From an optimization exercise on the open Yosys and OpenROAD flow, aimed at small area and a short achievable clock period; shortcuts taken in it are not production practice.
Where RTL was checked, it was by simulation tests only, not by an equivalence proof against the original.
Power figures rest on the tool's default switching activity, not on a simulated workload.

## alpha
==> flow/design.v <==
module pipelined_div #(
   parameter int unsigned N = 16,
   parameter int unsigned D = 16
) (
   input  logic         clk,
   input  logic         rst,
   input  logic         ce,
   input  logic         in_valid,
   input  logic [N-1:0] dividend,
   input  logic [D-1:0] divisor,
   output logic         out_valid,
   output logic [N-1:0] quotient,
   output logic [D-1:0] remainder
);
   logic [N:0] vld_q;
   always_ff @(posedge clk) begin
      if (!rst) vld_q <= '0;
      else if (ce) vld_q <= {vld_q[N-1:0], in_valid};
   end
   logic [N-1:0] dq_q0;
   logic [D-1:0] div_q0;
   always_ff @(posedge clk) begin
      if (ce) begin
         dq_q0  <= dividend;
         div_q0 <= divisor;
      end
   end
   genvar k;
   generate
      for (k = 0; k < int'(N); k++) begin : g_stage
         logic [N-1:0] dq_in;
         logic [D-1:0] div_in;
         logic [k:0]   trial;
         logic         hi_zero;
         logic         fits;
         logic [k:0]   rem_d;
         logic [N-1:0] dq_d;
         if (k == 0) begin : g_first
            assign dq_in  = dq_q0;
            assign div_in = div_q0;
            assign trial  = ~dq_in[N-1];
         end else begin : g_next
            assign dq_in  = g_stage[k-1].dq_q;
            assign div_in = g_stage[k-1].div_q;
            assign trial  = {g_stage[k-1].rem_q, ~dq_in[N-1]};
         end
         if (k + 1 < int'(D)) begin : g_hi
            assign hi_zero = ~|div_in[D-1:k+1];
         end else begin : g_nohi
            assign hi_zero = 1'b1;
         end
         div_step #(.W(k + 1)) u_step (
            .t    (trial),
            .d    (div_in[k:0]),
            .hz   (hi_zero),
            .fits (fits),
            .rem  (rem_d)
         );
         assign dq_d  = {dq_in[N-2:0], fits};
         logic [k:0]   rem_q;
         logic [N-1:0] dq_q;
         logic [D-1:0] div_q;
         if (k + 1 < int'(N)) begin : g_mid
            always_ff @(posedge clk) begin
               if (ce) begin
                  rem_q <= rem_d;   
                  dq_q  <= dq_d;
                  div_q <= div_in;
               end
            end
         end else begin : g_last
            always_ff @(posedge clk) begin
               if (!rst) begin
                  rem_q <= '0;
                  dq_q  <= '0;
               end else if (ce) begin
                  rem_q <= ~rem_d;
                  dq_q  <= dq_d;
               end
            end
            assign div_q = '0;
         end
      end
   endgenerate
   assign out_valid = vld_q[N];
   assign quotient  = g_stage[N-1].dq_q;
   assign remainder = g_stage[N-1].rem_q;
endmodule
module div_step #(
   parameter int W = 16
) (
   input  logic [W-1:0] t,
   input  logic [W-1:0] d,
   input  logic         hz,
   output logic         fits,
   output logic [W-1:0] rem
);
   localparam int L = (W > 8) ? 4 : (W > 4) ? 3 : (W > 2) ? 2 : 1;
   logic [W-1:0] g [L+1];
   logic [W-1:0] p [L+1];
   logic [W:0]   b;
   always_comb begin
      g[0] = t & d;
      p[0] = t | d;
      for (int l = 0; l < L; l++) begin
         for (int i = 0; i < W; i++) begin
            if (i[l]) begin
               g[l+1][i] = g[l][i] | (p[l][i] & g[l][((i >> l) << l) - 1]);
               p[l+1][i] = p[l][i] & p[l][((i >> l) << l) - 1];
            end else begin
               g[l+1][i] = g[l][i];
               p[l+1][i] = p[l][i];
            end
         end
      end
      b = {g[L], 1'b0};
      fits = hz & ~b[W];
      rem = t ^ ({W{fits}} & (d ^ b[W-1:0]));
   end
endmodule
==> flow/config.mk <==
export PLATFORM = sky130hd
export DESIGN_NAME = pipelined_div
export DESIGN_NICKNAME = pipelined_div
export VERILOG_FILES = /design/flow/design.v
export SDC_FILE = /design/flow/constraint.sdc
export NUM_CORES = 4
export LEC_CHECK = 0
export ABC_AREA = 1
export CAP_MARGIN = 20
export CORE_MARGIN = 2
export CORE_UTILIZATION = 55
export CTS_BUF_LIST = sky130_fd_sc_hd__clkbuf_16
export CTS_CLUSTER_DIAMETER = 100
export CTS_CLUSTER_SIZE = 25
export PLACE_DENSITY = 0.7
export SETUP_SLACK_MARGIN = 1.8
export SLEW_MARGIN = 20
==> flow/constraint.sdc <==
create_clock -name core_clock -period 4.0 [get_ports {clk}]
set_input_delay 0.8000 -clock core_clock [delete_from_list [all_inputs] [get_ports {clk}]]
set_output_delay 0.8000 -clock core_clock [all_outputs]
set_load 0.01 [all_outputs]
standard.sh (not shown) runs the stock make flow with config.mk's settings and CLKGATE_MAP_FILE= SYNTH_SCRIPT=/design/flow/synth_recipe.tcl, a recipe that flattens the netlist after the stock synthesis.
==> flow/flow/run.sh <==
#!/bin/bash
# The standard layout, with plain buffers (not delay cells) on the ports.
set -euo pipefail
export BUFFER_PORTS_ARGS="-buffer_cell sky130_fd_sc_hd__buf_2"
bash standard.sh > standard.log 2>&1
### alpha -> beta
--- a/flow/design.v
+++ b/flow/design.v
@@ -97,23 +97,39 @@
 );
    localparam int L = (W > 8) ? 4 : (W > 4) ? 3 : (W > 2) ? 2 : 1;
-   logic [W-1:0] g [L+1];
-   logic [W-1:0] p [L+1];
+   logic [W-1:0] gg, pp, gt, pt;
    logic [W:0]   b;
    always_comb begin
-      g[0] = t & d;
-      p[0] = t | d;
+      gg = t & d;
+      pp = t | d;
       for (int l = 0; l < L; l++) begin
          for (int i = 0; i < W; i++) begin
-            if (i[l]) begin
-               g[l+1][i] = g[l][i] | (p[l][i] & g[l][((i >> l) << l) - 1]);
-               p[l+1][i] = p[l][i] & p[l][((i >> l) << l) - 1];
-            end else begin
-               g[l+1][i] = g[l][i];
-               p[l+1][i] = p[l][i];
+            if ((i + 1) % (2 << l) == 0) begin
+               gg[i] = gg[i] | (pp[i] & gg[i-(1<<l)]);
+               pp[i] = pp[i] & pp[i-(1<<l)];
             end
          end
       end
-      b = {g[L], 1'b0};
-      fits = hz & ~b[W];
+      for (int l = L - 2; l >= 0; l--) begin
+         for (int i = 0; i < W; i++) begin
+            if ((i + 1) % (2 << l) == (1 << l) && i >= (2 << l)) begin
+               gg[i] = gg[i] | (pp[i] & gg[i-(1<<l)]);
+               pp[i] = pp[i] & pp[i-(1<<l)];
+            end
+         end
+      end
+      gt = t & d;
+      pt = t | d;
+      for (int l = 0; l < L; l++) begin
+         for (int i = 0; i < W; i += (2 << l)) begin
+            if (i + (1 << l) < W) begin
+               gt[i + (1 << l)] = gt[i + (1 << l)] | (pt[i + (1 << l)] & gt[i]);
+               pt[i + (1 << l)] = pt[i + (1 << l)] & pt[i];
+               gt[i] = gt[i + (1 << l)];
+               pt[i] = pt[i + (1 << l)];
+            end
+         end
+      end
+      b = {gg, 1'b0};
+      fits = hz & ~gt[0];
       rem = t ^ ({W{fits}} & (d ^ b[W-1:0]));
    end
Results
Compared beta vs alpha, and number of buffers inserted to repair setup after CTS is down in beta. For compound-cell area share of the yosys netlist, alpha and beta come out practically identical. The final reports for beta and alpha show worst setup slack higher in the former. Compared with alpha, beta shows fmax that has gone up by a few percent. Changes observed in beta relative to alpha: synthesized area -600 um2, standard cell core area -2.4%. Looking only at instance count after placement with tap cells included, and setting everything else aside, the lower value of alpha and beta goes to beta. Changes observed in beta relative to alpha: total power down 1.2%, number of stages on the worst setup path up 1.
The RTL of alpha was laid out without a check of its function.

## port drivers added, routing unchanged
The results above use ideal ports. As a check the final layouts listed here were re-extracted and re-timed, cells and wires unchanged. Step 1 assumes that a clkbuf_16 drives the clock port and a buf_2 every other input. Step 2 adds t to the input delays and takes it off the output delays; t is the mean of the earliest and latest rising clock arrival at the registers after step 1. Input paths then give back, and output paths get back, about the clock's delay inside the block. Three values: ideal, step 1, step 2; two values: the first two.
| run | t, ns | slack for setup (ns) | worst data-port slew with drivers (ns) | cell pins on the clock port's net |
|---|---|---|---|---|
| alpha | 0.675 | 1.836 / 1.836 / 1.421 | 0.06 | 1 |
| beta | 0.645 | 1.898 / 1.898 / 1.373 | 0.05 | 1 |
After both steps every run listed still meets setup and hold. For beta, which loses most, drivers alone change the setup slack by 0.000 ns; drivers and shift together by -0.525 ns.
